Context: an optimization exercise on an open-source flow, tuned for small area, a short achievable clock period and few clock cycles. The choices shown serve that exercise and are no tape-out recipe. Where RTL was checked, it was by simulation tests only, not by an equivalence proof against the original. Power figures rest on the tool's default switching activity, not on a simulated workload.

Design lidar_scan_packet_deframer, start of the top module:
module lidar_scan_packet_deframer
(
  input  logic        clk,
  input  logic        rst,
  input  logic        s_tvalid,
  output logic        s_tready,
  input  logic [7:0]  s_tdata,
  output logic        m_tvalid,
  input  logic        m_tready,
  output logic [63:0] m_tdata,
  output logic [2:0]  m_tuser,
  output logic        m_tlast,
  input  logic        psel,
  input  logic        penable,
  input  logic        pwrite,
  input  logic [2:0]  paddr,
  input  logic [31:0] pwdata,
  output logic [31:0] prdata,
  output logic        pready
);
For scale: about 880 flip-flops, roughly 150 I/O pins.
Settings: LEC_CHECK=0, ABC_CLOCK_PERIOD_IN_PS=2000, CAP_MARGIN=20, CORE_MARGIN=2, CORE_UTILIZATION=30, CTS_CLUSTER_DIAMETER=100, CTS_CLUSTER_SIZE=30, SETUP_SLACK_MARGIN=2.3, SLEW_MARGIN=20; clock period 4.5 ns.
run.sh (not shown) runs the stock make flow with config.mk's settings and CLKGATE_MAP_FILE= SYNTH_SCRIPT=/design/flow/synth_recipe.tcl, a recipe that flattens the netlist after the stock synthesis.
The first run completed without violations.
Testbench counts at the start, summed over its fixed seeds: cycles 18,726.
Rerun with:
--- a/flow/design.v
+++ b/flow/design.v
@@ -172,14 +172,16 @@
   logic [15:0] mem [0:DEPTH-1];
   logic [5:0]  wp, cp, rd;
   logic [5:0]  used;       
   logic        nz;         
   logic        cm_pend;    
   logic [5:0]  pp_start;   
   logic        ld;         
+  logic        cm_pend_nx;
+  logic        rd_first;   
   assign word  = {h_b, held};
   assign stall = full || (st[S_COUNT] && cm_pend) || st[S_CKERR];
   logic cnt_bad;
   assign cnt_bad = (held[0] && !h_eq1) || !h_cok;
   assign err = (st[S_HDR0] && !h_aa) || (st[S_HDR1] && !h_55) ||
                (st[S_TYPE] && !h_le1) || (st[S_COUNT] && cnt_bad) ||
                ((st[S_SA_LO] || st[S_EA_LO]) && !h_b[0]);
@@ -217,16 +219,16 @@
     if (rst) begin
       st  <= ST_HUNT;
       rdy <= 1'b1;
     end else begin
       if (st[S_CKERR]) st <= ST_HUNT;
       else if (go) st <= st_nx;
       rdy <= !(((h_v && !go) || accept) &&
-               ((go ? st_nx[S_COUNT] : st[S_COUNT]) && (cm_pend || (go && good)) ||
-                (go && ckerr) || (used >= 6'd38)));
+               ((go ? st_nx[S_COUNT] : st[S_COUNT]) && cm_pend_nx ||
+                (go && ckerr) || full_nx));
     end
   end
   always_ff @(posedge clk) begin
     if (go) begin
       held <= h_b;
       if (st[S_HDR0]) xsum <= XOR_SEED;
       if (st[S_COUNT] || st[S_SA_HI] || st[S_EA_HI] || st[S_CK_HI] || st[S_SMP_HI])
@@ -253,16 +255,18 @@
   logic [5:0] rd_p1;
   logic       rd_eq_cp, rd1_eq_cp;
   assign rd_p1     = inc40(rd);
   assign rd_nx     = ld ? rd_p1 : rd;
   assign rd_eq_cp  = (rd == cp);
   assign rd1_eq_cp = (rd_p1 == cp);
   assign cp_nx  = cm_any ? inc40(wp) : cp;
-  logic u_inc;
-  assign u_inc = (go && err) || (smp_go && !ckerr);
+  logic u_inc, full_nx;
+  assign u_inc   = (go && err) || (smp_go && !ckerr);
+  assign full_nx = ld ? (u_inc && full) :
+                   st[S_CKERR] ? (ub == 6'd39) : u_inc ? (used == 6'd39) : full;
   always_comb begin
     if (st[S_CKERR]) begin
       uc0 = ub + 6'd1;     uc1 = ub;
     end else if (u_inc) begin
       uc0 = used + 6'd1;   uc1 = used;
     end else begin
       uc0 = used;          uc1 = used - 6'd1;
@@ -274,16 +278,15 @@
       cp    <= '0;
       used  <= '0;
       full  <= 1'b0;
       nz    <= 1'b0;
       cfull <= 1'b0;
     end else begin
       used  <= ld ? uc1 : uc0;
-      full  <= ld ? (u_inc && full) :
-               st[S_CKERR] ? (ub == 6'd39) : u_inc ? (used == 6'd39) : full;
+      full  <= full_nx;
       cp    <= cp_nx;
       nz    <= cm_any || (ld ? !rd1_eq_cp : (cfull || !rd_eq_cp));
       cfull <= cm_any ? (ld ? (wp == rd) : (inc40(wp) == rd)) : (cfull && !ld);
       if (cm1) begin
         wp <= inc40(wp);
       end else if (smp_go && ckerr) begin
         wp <= cp;
@@ -307,34 +310,34 @@
   logic [14:0] d_sa, d_ea;
   logic        d_t;
   logic [2:0]  out_code;
   logic [15:0] out_dist;
   logic [5:0]  out_i;
   logic        out_last;
   logic [7:0]  ftally;
-  logic        rd_first, rd_smp, rd_last;
+  logic        rd_smp, rd_last;
   logic [15:0] rd_word;
   assign ld       = nz && (!m_tvalid || m_tready);
-  logic pkt_act_nx, cm_pend_nx, at_start_nx;
+  logic pkt_act_nx, at_start_nx;
   assign pkt_act_nx  = (ld && rd_smp) ? !rd_last : pkt_act;
   assign cm_pend_nx  = (go && good) || (cm_pend && !(ld && rd_first));
   assign at_start_nx = (go && good) ? (ld ? rd1_eq_cp : rd_eq_cp)
                                     : (ld ? (rd_p1 == pp_start) : (rd == pp_start));
   assign rd_smp   = pkt_act || rd_first;
   assign rd_last  = pkt_act ? (r_left == 6'd1) : (p_c == 6'd1);
   logic [9:0] rd_g;
   logic [3:0] rd_s;
-  logic [15:0] grp_word [0:9];
+  logic [15:0] sub_word [0:3];
   always_comb begin
-    for (int g = 0; g < 10; g++) begin
-      grp_word[g] = '0;
-      for (int k = 0; k < 4; k++) grp_word[g] = grp_word[g] | (mem[4*g+k] & {16{rd_s[k]}});
+    for (int k = 0; k < 4; k++) begin
+      sub_word[k] = '0;
+      for (int g = 0; g < 10; g++) sub_word[k] = sub_word[k] | (mem[4*g+k] & {16{rd_g[g]}});
     end
     rd_word = '0;
-    for (int g = 0; g < 10; g++) rd_word = rd_word | (grp_word[g] & {16{rd_g[g]}});
+    for (int k = 0; k < 4; k++) rd_word = rd_word | (sub_word[k] & {16{rd_s[k]}});
   end
   always_ff @(posedge clk) begin
     if (rst) begin
       rd       <= '0;
       rd_g     <= 10'd1;
       rd_s     <= 4'd1;
       cm_pend  <= 1'b0;
After rerunning: The new run ran to the end with no violations. Cell area fell by 1.6%. Total power fell by 4.1%. Area after synthesis fell by 1.9%. Clock-buffer cell count stays the same. Sequential power stays flat.
Testbench counts after the change, summed over its fixed seeds: cycles 18,635.

* * *

job 8644:
Another version of the RTL of lidar_scan_packet_deframer (not shown whole).
For scale: roughly 2300 cells after synthesis, ~900 flip-flops, ~150 I/O pins.
export LEC_CHECK = 0
export ABC_CLOCK_PERIOD_IN_PS = 2000
export CAP_MARGIN = 20
export CORE_MARGIN = 2
export CORE_UTILIZATION = 40
export SETUP_SLACK_MARGIN = 2.3
export SLEW_MARGIN = 20
create_clock -name core_clock -period 4.5 [get_ports {clk}]
#### Input delta (job 2258 over job 8644)
-- flow/design.v --
<<< job 8644, line 305
  logic        out_last;
  logic [7:0]  ftally;
  logic        rd_first, rd_smp, rd_last;
  logic [15:0] rd_word;
  assign ld       = nz && (!m_tvalid || m_tready);
  assign rd_first = !pkt_act && cm_pend && (rd == pp_start);
  assign rd_smp   = pkt_act || rd_first;
>>> job 2258, line 305
  logic        out_last;
  logic [7:0]  ftally;
  logic        r_v;
  logic [15:0] r_word;
  logic        r_smp, r_first, r_last;
  logic        o_ld, rd_first, rd_smp, rd_last;
  logic [15:0] rd_word;
  assign o_ld     = r_v && (!m_tvalid || m_tready);
  assign ld       = nz && (!r_v || !m_tvalid || m_tready);
  assign rd_first = !pkt_act && cm_pend && (rd == pp_start);
  assign rd_smp   = pkt_act || rd_first;
<<< job 8644, line 322
      cm_pend  <= 1'b0;
      pkt_act  <= 1'b0;
      m_tvalid <= 1'b0;
      ftally   <= 8'd255;
    end else begin
      if (ld) begin
        rd       <= inc40(rd);
        rd_oh    <= {rd_oh[DEPTH-2:0], rd_oh[DEPTH-1]};
        m_tvalid <= 1'b1;
        if (rd_smp) begin
          pkt_act <= !rd_last;
          ftally  <= 8'd0;
        end else if (ftally < 8'd254) begin
          ftally  <= ftally + 8'd1;
        end
      end else if (m_tready) begin
        m_tvalid <= 1'b0;
      end
      if (go && good) cm_pend <= 1'b1;
      else if (ld && rd_first) cm_pend <= 1'b0;
    end
  end
  always_ff @(posedge clk) begin
    if (ld) begin
      if (rd_smp) r_left <= (pkt_act ? r_left : p_c) - 6'd1;
      if (rd_first) begin
        d_sa <= p_sa;
        d_ea <= p_ea;
        d_t  <= p_t;
      end else if (!rd_smp) begin
        d_sa <= '0;
        d_ea <= '0;
        d_t  <= 1'b0;
      end
      out_code <= rd_smp ? 3'd0 : rd_word[2:0];
      out_dist <= rd_smp ? rd_word : 16'd0;
      out_i    <= pkt_act ? out_i + 6'd1 : 6'd0;
      out_last <= !rd_smp || rd_last;
    end
  end
>>> job 2258, line 326
      cm_pend  <= 1'b0;
      pkt_act  <= 1'b0;
      r_v      <= 1'b0;
      m_tvalid <= 1'b0;
      ftally   <= 8'd255;
    end else begin
      if (ld) begin
        rd    <= inc40(rd);
        rd_oh <= {rd_oh[DEPTH-2:0], rd_oh[DEPTH-1]};
        if (rd_smp) pkt_act <= !rd_last;
      end
      if (ld) r_v <= 1'b1;
      else if (o_ld) r_v <= 1'b0;
      if (o_ld) begin
        m_tvalid <= 1'b1;
        if (r_smp) ftally <= 8'd0;
        else if (ftally < 8'd254) ftally <= ftally + 8'd1;
      end else if (m_tready) begin
        m_tvalid <= 1'b0;
      end
      if (go && good) cm_pend <= 1'b1;
      else if (o_ld && r_first) cm_pend <= 1'b0;
    end
  end
  always_ff @(posedge clk) begin
    if (ld) begin
      r_word  <= rd_word;
      r_smp   <= rd_smp;
      r_first <= rd_first;
      r_last  <= !rd_smp || rd_last;
      if (rd_smp) r_left <= (pkt_act ? r_left : p_c) - 6'd1;
    end
    if (o_ld) begin
      if (r_first) begin
        d_sa <= p_sa;
        d_ea <= p_ea;
        d_t  <= p_t;
      end else if (!r_smp) begin
        d_sa <= '0;
        d_ea <= '0;
        d_t  <= 1'b0;
      end
      out_code <= r_smp ? 3'd0 : r_word[2:0];
      out_dist <= r_smp ? r_word : 16'd0;
      out_i    <= (r_smp && !r_first) ? out_i + 6'd1 : 6'd0;
      out_last <= r_last;
    end
  end
==> run notes <==
Diff job 8644 -> job 2258: met3 demand-to-capacity share in global routing now sits at about the same level, storage element area picked up an extra 610 um2, share of cell area taken by flip-flops and latches lost 0.20 points, total clock buffers created by CTS now smaller, xor and xnor fraction of the mapped netlist area held.
On design area, job 2258 does worse than job 8644.
Job 2258 ended up with a higher setup slack than job 8644 did.
~same fraction of area in clock buffers and inverters in job 8644 and job 2258
[compare] base=job 8644 new=job 2258: total internal power up 2.8%, multi-input combinational area share has decreased, met2 wire length has decreased, wire length the detailed router placed on met1 +630 um.
Testbench counts of job 2258, summed over its fixed seeds: cycles 18,780.
Only the layout flow was run in job 8644; the RTL was not checked for function there.

* * *

lidar_scan_packet_deframer, a different RTL version from the one above (not shown whole).
Size: roughly 2400 cells after synthesis, ~880 flip-flops, roughly 150 I/O pins, about 35000 sq um of cells after synthesis.
export LEC_CHECK = 0
export ABC_CLOCK_PERIOD_IN_PS = 2100
export CAP_MARGIN = 20
export CORE_MARGIN = 2
export CORE_UTILIZATION = 30
export CTS_CLUSTER_DIAMETER = 100
export CTS_CLUSTER_SIZE = 30
export SETUP_SLACK_MARGIN = 2.2
export SLEW_MARGIN = 20
create_clock -name core_clock -period 4.5 [get_ports {clk}]
Edit:
--- a/flow/design.v
+++ b/flow/design.v
@@ -321,38 +321,30 @@
   assign pkt_act_nx  = (ld && rd_smp) ? !rd_last : pkt_act;
   assign cm_pend_nx  = (go && good) || (cm_pend && !(ld && rd_first));
   assign at_start_nx = (go && good) ? (ld ? rd1_eq_cp : rd_eq_cp)
                                     : (ld ? (rd_p1 == pp_start) : (rd == pp_start));
   assign rd_smp   = pkt_act || rd_first;
   assign rd_last  = pkt_act ? (r_left == 6'd1) : (p_c == 6'd1);
-  logic [9:0] rd_g;
-  logic [3:0] rd_s;
-  logic [15:0] grp_word [0:9];
+  logic [DEPTH-1:0] rd_oh;
   always_comb begin
-    for (int g = 0; g < 10; g++) begin
-      grp_word[g] = '0;
-      for (int k = 0; k < 4; k++) grp_word[g] = grp_word[g] | (mem[4*g+k] & {16{rd_s[k]}});
-    end
     rd_word = '0;
-    for (int g = 0; g < 10; g++) rd_word = rd_word | (grp_word[g] & {16{rd_g[g]}});
+    for (int k = 0; k < DEPTH; k++) rd_word = rd_word | (mem[k] & {16{rd_oh[k]}});
   end
   always_ff @(posedge clk) begin
     if (rst) begin
       rd       <= '0;
-      rd_g     <= 10'd1;
-      rd_s     <= 4'd1;
+      rd_oh    <= DEPTH'(1);
       cm_pend  <= 1'b0;
       pkt_act  <= 1'b0;
       rd_first <= 1'b0;
       m_tvalid <= 1'b0;
       ftally   <= 8'd255;
     end else begin
       if (ld) begin
         rd       <= rd_p1;
-        rd_s     <= {rd_s[2:0], rd_s[3]};
-        if (rd_s[3]) rd_g <= {rd_g[8:0], rd_g[9]};
+        rd_oh    <= {rd_oh[DEPTH-2:0], rd_oh[DEPTH-1]};
         m_tvalid <= 1'b1;
         if (rd_smp) begin
           pkt_act <= pkt_act_nx;
           ftally  <= 8'd0;
         end else if (ftally < 8'd254) begin
           ftally  <= ftally + 8'd1;
Final area grows by a few percent.
Die area grows slightly.
Core utilization grows by 0.65 points.
Sequential share of layout area shrinks by 0.59 points.
Setup slack is worse by 0.024 ns.
Count of clock-buffer cells in the layout is unchanged.
Final cell count grows slightly.
Power shrinks by a few percent.
Global-route usage grows by 3.1 points.
Clock skew grows by 0.0052 ns.
Maximum frequency shrinks slightly.
Function was not checked in any run of this note: the RTL went through the layout flow alone.

* * *

P:
lidar_scan_packet_deframer, a different RTL version from the one above (not shown whole).
Size: about 2,300 cells after synthesis, about 910 flip-flops, roughly 150 I/O pins, roughly 0.035 mm^2 of cells after synthesis.
Settings: LEC_CHECK=0, ABC_CLOCK_PERIOD_IN_PS=2000, CAP_MARGIN=20, CORE_MARGIN=2, CORE_UTILIZATION=40, SETUP_SLACK_MARGIN=2.3, SLEW_MARGIN=20; clock period 4.5 ns.
[inputs] Q vs P
--- a/flow/design.v
+++ b/flow/design.v
@@ -305,38 +305,32 @@
   logic        r_v;
   logic [15:0] r_word;
   logic        r_smp, r_first, r_last;
   logic        o_ld, rd_first, rd_smp, rd_last;
   logic [15:0] rd_word;
   assign o_ld     = r_v && (!m_tvalid || m_tready);
   assign ld       = nz && (!r_v || !m_tvalid || m_tready);
   assign rd_first = !pkt_act && cm_pend && (rd == pp_start);
   assign rd_smp   = pkt_act || rd_first;
   assign rd_last  = pkt_act ? (r_left == 6'd1) : (p_c == 6'd1);
-  logic [DEPTH-1:0] rd_oh;
-  always_comb begin
-    rd_word = '0;
-    for (int k = 0; k < DEPTH; k++) rd_word = rd_word | (mem[k] & {16{rd_oh[k]}});
-  end
+  assign rd_word  = mem[rd];
   always_ff @(posedge clk) begin
     if (rst) begin
       rd       <= '0;
-      rd_oh    <= DEPTH'(1);
       cm_pend  <= 1'b0;
       pkt_act  <= 1'b0;
       r_v      <= 1'b0;
       m_tvalid <= 1'b0;
       ftally   <= 8'd255;
     end else begin
       if (ld) begin
-        rd    <= inc40(rd);
-        rd_oh <= {rd_oh[DEPTH-2:0], rd_oh[DEPTH-1]};
+        rd <= inc40(rd);
         if (rd_smp) pkt_act <= !rd_last;
       end
       if (ld) r_v <= 1'b1;
       else if (o_ld) r_v <= 1'b0;
       if (o_ld) begin
         m_tvalid <= 1'b1;
         if (r_smp) ftally <= 8'd0;
         else if (ftally < 8'd254) ftally <= ftally + 8'd1;
       end else if (m_tready) begin
         m_tvalid <= 1'b0;
Findings:
Q vs. P: cell area saw an increase; die footprint saw an increase.
Taking P as the reference point, the non-clock buffer count of Q rises by 5.
Delta (Q minus P): sequential share of layout area fell 3.2 points; net switching component of the power now sits lower.
Function was not checked in any run of this note: the RTL went through the layout flow alone.

* * *

## old
Another version of the RTL of lidar_scan_packet_deframer (not shown whole).
Size in the first run: about 0.033 mm^2 of cells after synthesis.
// lidar_scan_packet_deframer
module lidar_scan_packet_deframer
(
  input  logic        clk,
  input  logic        rst,
  input  logic        s_tvalid,
  output logic        s_tready,
  input  logic [7:0]  s_tdata,
  output logic        m_tvalid,
  input  logic        m_tready,
  output logic [63:0] m_tdata,
  output logic [2:0]  m_tuser,
  output logic        m_tlast,
  input  logic        psel,
  input  logic        penable,
  input  logic        pwrite,
  input  logic [2:0]  paddr,
  input  logic [31:0] pwdata,
  output logic [31:0] prdata,
  output logic        pready
);
clock: 4.5 ns
lec_check: 0
abc_clock_period_in_ps: 2000
cap_margin: 20
core_margin: 2
core_utilization: 30
cts_cluster_diameter: 100
cts_cluster_size: 30
setup_slack_margin: 2.35
slew_margin: 20
### old -> new
diff --git a/flow/design.v b/flow/design.v
--- a/flow/design.v
+++ b/flow/design.v
@@ -159,48 +159,50 @@
       h_aa   <= (s_tdata == 8'hAA);
       h_55   <= (s_tdata == 8'h55);
       h_le1  <= (s_tdata[7:1] == 7'd0);
       h_eq1  <= (s_tdata == 8'h01);
       h_cok  <= (s_tdata != 8'd0) && (s_tdata[7:6] == 2'b00) && (s_tdata[5:0] <= cmax);
       h_hiok <= (s_tdata == xsum[15:8]);
     end
   end
-  logic        t_held;     
+  logic [7:0]  held;
   logic [5:0]  p_c;        
   logic        p_t;
   logic [14:0] p_sa, p_ea;
   logic [5:0]  rem;        
   logic        lo_ok;      
+  logic [15:0] word;
   logic        err;
   logic [2:0]  code;
   logic        last;       
   logic        good;
   logic        ckerr;
   logic [15:0] mem [0:DEPTH-1];
   logic [5:0]  wp, cp, rd;
   logic        nz;         
   logic        cm_pend;    
   logic [5:0]  pp_start;   
   logic        ld;         
   logic        cm_pend_nx;
   logic        rd_first;   
+  assign word  = {h_b, held};
   assign stall = full || (st[S_COUNT] && cm_pend) || st[S_CKERR];
   logic cnt_bad;
-  assign cnt_bad = (t_held && !h_eq1) || !h_cok;
+  assign cnt_bad = (held[0] && !h_eq1) || !h_cok;
   assign err = (st[S_HDR0] && !h_aa) || (st[S_HDR1] && !h_55) ||
                (st[S_TYPE] && !h_le1) || (st[S_COUNT] && cnt_bad) ||
                ((st[S_SA_LO] || st[S_EA_LO]) && !h_b[0]);
   assign good  = st[S_SMP_HI] && last && lo_ok && h_hiok;
   assign ckerr = st[S_SMP_HI] && last && !(lo_ok && h_hiok);
   always_comb begin
     code = 3'd5;
     if (st[S_HDR0] || st[S_HDR1]) code = 3'd1;
     if (st[S_TYPE]) code = 3'd2;
-    if (st[S_COUNT]) code = (t_held && !h_eq1) ? 3'd3 : 3'd4;
+    if (st[S_COUNT]) code = (held[0] && !h_eq1) ? 3'd3 : 3'd4;
     if (st[S_CKERR]) code = 3'd6;
   end
   always_comb begin
     st_nx = '0;
     st_nx[S_HDR0]   = err || good;
     st_nx[S_HDR1]   = st[S_HDR0] && h_aa;
     st_nx[S_TYPE]   = st[S_HDR1] && h_55;
     st_nx[S_COUNT]  = st[S_TYPE] && h_le1;
@@ -211,54 +213,49 @@
     st_nx[S_CK_LO]  = st[S_EA_HI];
     st_nx[S_CK_HI]  = st[S_CK_LO];
     st_nx[S_SMP_LO] = st[S_CK_HI] || (st[S_SMP_HI] && !last);
     st_nx[S_SMP_HI] = st[S_SMP_LO];
     st_nx[S_CKERR]  = ckerr;
   end
   logic        cm1;        
   logic        full;       
-  logic [7:0]  wd_lo, wd_hi;
+  logic [15:0] wdata;
   assign cm1   = (go && err) || st[S_CKERR];
-  assign wd_lo = st[S_SMP_LO] ? h_b : {5'd0, code};
-  assign wd_hi = st[S_SMP_HI] ? h_b : 8'd0;
+  assign wdata = st[S_SMP_HI] ? word : {13'd0, code};
   always_ff @(posedge clk) begin
     if (rst) begin
       st  <= ST_HUNT;
       rdy <= 1'b1;
     end else begin
       if (st[S_CKERR]) st <= ST_HUNT;
       else if (go) st <= st_nx;
       rdy <= !(((h_v && !go) || accept) &&
                ((go ? st_nx[S_COUNT] : st[S_COUNT]) && cm_pend_nx ||
                 (go && ckerr) || full_nx));
     end
   end
   always_ff @(posedge clk) begin
     if (go) begin
+      held <= h_b;
       if (st[S_HDR0]) xsum <= XOR_SEED;
-      if (st[S_TYPE] || st[S_SA_LO] || st[S_EA_LO] || st[S_CK_LO] || st[S_SMP_LO])
-        xsum[7:0] <= xsum[7:0] ^ h_b;
       if (st[S_COUNT] || st[S_SA_HI] || st[S_EA_HI] || st[S_CK_HI] || st[S_SMP_HI])
-        xsum[15:8] <= xsum[15:8] ^ h_b;
-      if (st[S_TYPE]) t_held <= h_b[0];
+        xsum <= xsum ^ word;
       if (st[S_COUNT]) begin
         p_c <= h_b[5:0];
-        p_t <= t_held;
+        p_t <= held[0];
         rem  <= h_b[5:0];
         last <= (h_b[5:0] == 6'd1);
       end
       if (st[S_SMP_HI]) begin
         rem  <= rem - 6'd1;
         last <= (rem == 6'd2);
       end
-      if (st[S_SA_LO]) p_sa[6:0]  <= h_b[7:1];
-      if (st[S_SA_HI]) p_sa[14:7] <= h_b;
-      if (st[S_EA_LO]) p_ea[6:0]  <= h_b[7:1];
-      if (st[S_EA_HI]) p_ea[14:7] <= h_b;
+      if (st[S_SA_HI]) p_sa <= word[15:1];
+      if (st[S_EA_HI]) p_ea <= word[15:1];
       if (st[S_SMP_LO]) lo_ok <= (h_b == xsum[7:0]);
     end
   end
   logic       smp_go, cm_any, adv, cfull;
   logic [5:0] rd_nx, cp_nx, rd_p1, wp_p1;
   logic       rd_eq_cp, rd1_eq_cp, wp_eq_rd, wp1_eq_rd;
   assign smp_go    = go && st[S_SMP_HI];
   assign cm_any    = cm1 || (smp_go && good);
@@ -290,18 +287,17 @@
       cp    <= cp_nx;
       nz    <= cm_any || (ld ? !rd1_eq_cp : (cfull || !rd_eq_cp));
       cfull <= cm_any ? (ld ? wp_eq_rd : wp1_eq_rd) : (cfull && !ld);
       if (adv) wp <= wp_p1;
       else if (smp_go && ckerr) wp <= cp;
     end
   end
   always_ff @(posedge clk) begin
-    if (!full && !st[S_SMP_HI]) mem[wp][7:0] <= wd_lo;
-    if (!full) mem[wp][15:8] <= wd_hi;
+    if (!full) mem[wp] <= wdata;
     if (go && good) pp_start <= cp;
   end
   logic        pkt_act;    
   logic [5:0]  r_left;     
   logic [14:0] d_sa, d_ea;
   logic        d_t;
   logic [2:0]  out_code;
   logic [15:0] out_dist;
Findings:
new ends up with a final critical path time including I/O delays and setup that is 89 ps lower than in old.
Cmp new and old / logic depth of the worst path, buffers included / lower: old
Setup slack after layout in new vs old: up 89 ps
Summary: with old as the reference, maximum clock rate in new moved up by a few percent.
Relative to old, the filler-free cell count of the finished design measured on new has increased slightly.
Core footprint (new vs. old) increases slightly
Relative to old, the final cell area reported for new is lower.
new against old: first-iteration DRC count now sits higher, floorplan die area now sits higher, critical path arrival now sits higher.
Compared new vs old, and register-to-register slack is up in new.
For width of the die, old and new come out practically identical.
Testbench counts of new, summed over its fixed seeds: cycles 18,635.
The RTL of old was laid out without a check of its function.

separate check: timing with driven ports:
The results above use ideal ports. As a check the final layouts listed here were re-extracted and re-timed, cells and wires unchanged. Step 1 (the two cells are an assumption about what drives the block):
set clk [get_ports {clk}]
set_driving_cell -lib_cell sky130_fd_sc_hd__clkbuf_16 $clk
set_driving_cell -lib_cell sky130_fd_sc_hd__buf_2 [delete_from_list [all_inputs] $clk]
Step 2 times the ports against the registers' clock, not the clock port: input delays grow and output delays shrink by t, the midpoint of the rising clock arrivals with the driver on. Three values: no drivers, after step 1, after step 2; two values: the first two.
| run | t (ns) | setup WS [ns] | latest minus earliest clock arrival (ns) |
|---|---|---|---|
| the first run of note 1 | 0.680 | 2.330 / 2.260 / 1.699 | 0.049 / 0.048 |
| the second run of note 1 | 0.677 | 2.300 / 2.240 / 1.679 | 0.044 / 0.045 |
| job 8644 | 0.708 | 2.090 / 2.090 / 1.718 | 0.051 / 0.051 |
| job 2258 | 0.722 | 2.187 / 2.187 / 1.669 | 0.054 / 0.054 |
| the first run of note 3 | 0.673 | 2.211 / 2.168 / 1.659 | 0.054 / 0.054 |
| the second run of note 3 | 0.694 | 2.187 / 2.168 / 1.619 | 0.061 / 0.061 |
| P | 0.696 | 1.719 / 1.719 / 1.285 | 0.058 / 0.058 |
| Q | 0.708 | 1.657 / 1.657 / 1.396 | 0.053 / 0.054 |
| old | 0.665 | 2.241 / 2.128 / 1.709 | 0.039 / 0.040 |
| new | 0.676 | 2.331 / 2.255 / 1.713 | 0.054 / 0.054 |
After both steps every run listed still meets setup and hold. The setup slack of the first run of note 1, which loses most, moves by -0.070 ns with the drivers and by -0.631 ns with both steps.
